Source: an optimization exercise on an open RTL-to-GDS flow (aim: small area). Production flows keep margins and buffers that such runs may drop. In this exercise RTL edits were held to simulation tests only and were not proved equivalent to the original. Power figures rest on the tool's default switching activity, not on a simulated workload.

// midi_synth_top
module midi_synth_top #(
    parameter int NUM_VOICES    = 4,
    parameter int ATTACK_TIME   = 4,
    parameter int SUSTAIN_TIME  = 40,
    parameter int REL_TIME      = 8,
    parameter int SAMPLE_DIVIDE = 16
) (
    input  logic                        clk,
    input  logic                        reset,
    input  logic [7:0]                  midi_byte,
    input  logic                        midi_valid,
    input  logic [15:0]                 sustain_inc,
    output logic signed [15:0]          mix_sample,
    output logic                        mix_valid,
    output logic [NUM_VOICES-1:0]       voice_on,
    output logic [NUM_VOICES-1:0][7:0]  voice_gain
);
For scale: roughly 2,200 cells after synthesis, about 320 flip-flops, ~80 I/O pins, roughly 18,000 µm² of cells after synthesis.
clock: 12.0 ns
lec_check: 0
abc_area: 1
cap_margin: 20
core_margin: 2
core_utilization: 65
slew_margin: 20
standard.sh (not shown) runs the stock make flow with config.mk's settings and CLKGATE_MAP_FILE= SYNTH_SCRIPT=/design/flow/synth_recipe.tcl, a recipe that flattens the netlist after the stock synthesis.
==> flow/flow/run.sh <==
#!/bin/bash
# The standard layout with two changes: the input and output ports are buffered with the
# smallest buffer cell instead of the one buffer_ports picks by itself, and clock tree synthesis
# adds no dummy loads.
set -euo pipefail
export BUFFER_PORTS_ARGS="-buffer_cell sky130_fd_sc_hd__buf_1"
export CTS_ARGS="-sink_clustering_enable -repair_clock_nets -sink_clustering_size 14 -sink_clustering_max_diameter 60 -buf_list sky130_fd_sc_hd__clkbuf_8 -dont_use_dummy_load"
bash standard.sh > standard.log 2>&1
Then changed:
--- a/flow/flow/run.sh
+++ b/flow/flow/run.sh
@@ -7 +7 @@
-export CTS_ARGS="-sink_clustering_enable -repair_clock_nets -sink_clustering_size 14 -sink_clustering_max_diameter 60 -buf_list sky130_fd_sc_hd__clkbuf_8 -dont_use_dummy_load"
+export CTS_ARGS="-sink_clustering_enable -repair_clock_nets -sink_clustering_size 25 -sink_clustering_max_diameter 100 -buf_list sky130_fd_sc_hd__clkbuf_16 -dont_use_dummy_load"
Settings changed: CAP_MARGIN 20 to 5, SLEW_MARGIN 20 to 5.
Wire length went down by 0.38%.
Via count hardly moves.
Clock skew goes down by 0.074 ns.

========
Setup of build 41:
midi_synth_top, a different RTL version from the one above (not shown whole).
Size: ~320 flip-flops, about 80 I/O pins, about 19,000 um^2 of cells after synthesis.
export LEC_CHECK = 0
export ABC_AREA = 1
export CAP_MARGIN = 20
export CORE_MARGIN = 2
export CORE_UTILIZATION = 65
export CTS_BUF_LIST = sky130_fd_sc_hd__clkbuf_16
export CTS_CLUSTER_DIAMETER = 100
export CTS_CLUSTER_SIZE = 25
export SLEW_MARGIN = 20
create_clock -name core_clock -period 12.0 [get_ports {clk}]
==> flow/flow/run.sh <==
#!/bin/bash
# The standard layout, except that the input and output ports are buffered with the
# smallest buffer cell instead of the one buffer_ports picks by itself.
set -euo pipefail
export BUFFER_PORTS_ARGS="-buffer_cell sky130_fd_sc_hd__buf_1"
bash standard.sh > standard.log 2>&1
The following lists how build 8 was set up differently from build 41:
==> flow/run.sh (new file) <==
#!/bin/bash
# synth_recipe.tcl (not shown) runs the flow's synth.tcl, then flattens the netlist and writes it again
# the make line also repeats each setting of config.mk as NAME=value (left out here)
make -C /OpenROAD-flow-scripts/flow DESIGN_CONFIG=/design/flow/config.mk WORK_HOME=/design/flow/orfs CLKGATE_MAP_FILE= SYNTH_SCRIPT=/design/flow/synth_recipe.tcl finish
removed: flow/flow/run.sh
removed: flow/standard.sh
==> run notes <==
Build 8 ended with more share of total power in combinational logic than build 41.
In build 8 the layout buffer count excluding clock buffers turned out about 1% lower than in build 41.
Compared with build 41, build 8 shows a leakage power figure that is 0.00016 uW higher.
Looking only at relative area of clock buffers and inverters in the final design, and setting everything else aside, the lower value of build 41 and build 8 goes to build 8.
Higher data required time at the worst endpoint among build 41 and build 8: build 41
Having completed the whole flow, build 8 delivered a layout that passed the timing, design-rule and antenna checks.
Build 8 reports its launching instance or port of the critical path as mixer_i.div_count[0]$_SDFF_PP0_ while build 41 reports mixer_i.div_count[1]$_SDFF_PP0_.
Delta (build 8 minus build 41): area of all placed cells without fillers picked up an extra about 2.3%; combined buffer and inverter count along the critical path now larger; fmax -about 0.45%; final critical-path required period went up by 51 ps.
Flip-flop and latch share of the layout cell area in build 8 is 0.79 points lower than in build 41
Between build 8 and build 41, it is build 8 whose critical path depth is higher, by about 3%.
> inputs changed (build 8 -> build 84)
Settings: CTS_CLUSTER_SIZE now 20, was 25; CTS_CLUSTER_DIAMETER no longer set, was 100; CTS_BUF_LIST now sky130_fd_sc_hd__clkbuf_4, was sky130_fd_sc_hd__clkbuf_16.
==> run notes <==
- In the tables for build 84 and build 8, sequential share of layout area reads lower with build 84.
- Area growth from synthesis to layout, build 84 and build 8: higher on build 84
- As far as top fanout value on the critical path goes, build 84 and build 8 are indistinguishable; the numbers are identical.
- Build 84 ends up with higher highest attainable clock frequency than build 8 does.

[re-timing with driven ports]
Ports are ideal in the flow. The routed layouts listed here were re-timed in OpenROAD. Step 1 (the two cells are an assumption about what drives the block):
set clk [get_ports {clk}]
set_driving_cell -lib_cell sky130_fd_sc_hd__clkbuf_16 $clk
set_driving_cell -lib_cell sky130_fd_sc_hd__buf_2 [delete_from_list [all_inputs] $clk]
Step 2, shift: input delay + t, output delay - t, t = (earliest + latest rising clock arrival at the registers) / 2. This alone moves slack from input paths to output paths. Three values: ideal, step 1, step 2; two values: the first two.
| run | shift t [ns] | setup slack, ns | worst setup path at the end | latest minus earliest clock arrival (ns) |
|---|---|---|---|---|
| the first run of note 1 | 0.618 | 0.631 / 0.631 / 0.631 | register to register | 0.115 / 0.115 |
| the second run of note 1 | 0.546 | 0.627 / 0.627 / 0.627 | register to register | 0.042 / 0.042 |
| build 41 | 0.573 | 0.601 / 0.601 / 0.601 | register to register | 0.031 / 0.031 |
| build 8 | 0.573 | 0.550 / 0.550 / 0.550 | register to register | 0.040 / 0.040 |
| build 84 | 0.797 | 0.601 / 0.601 / 0.601 | register to register | 0.092 / 0.091 |
After both steps every run listed still meets setup and hold.
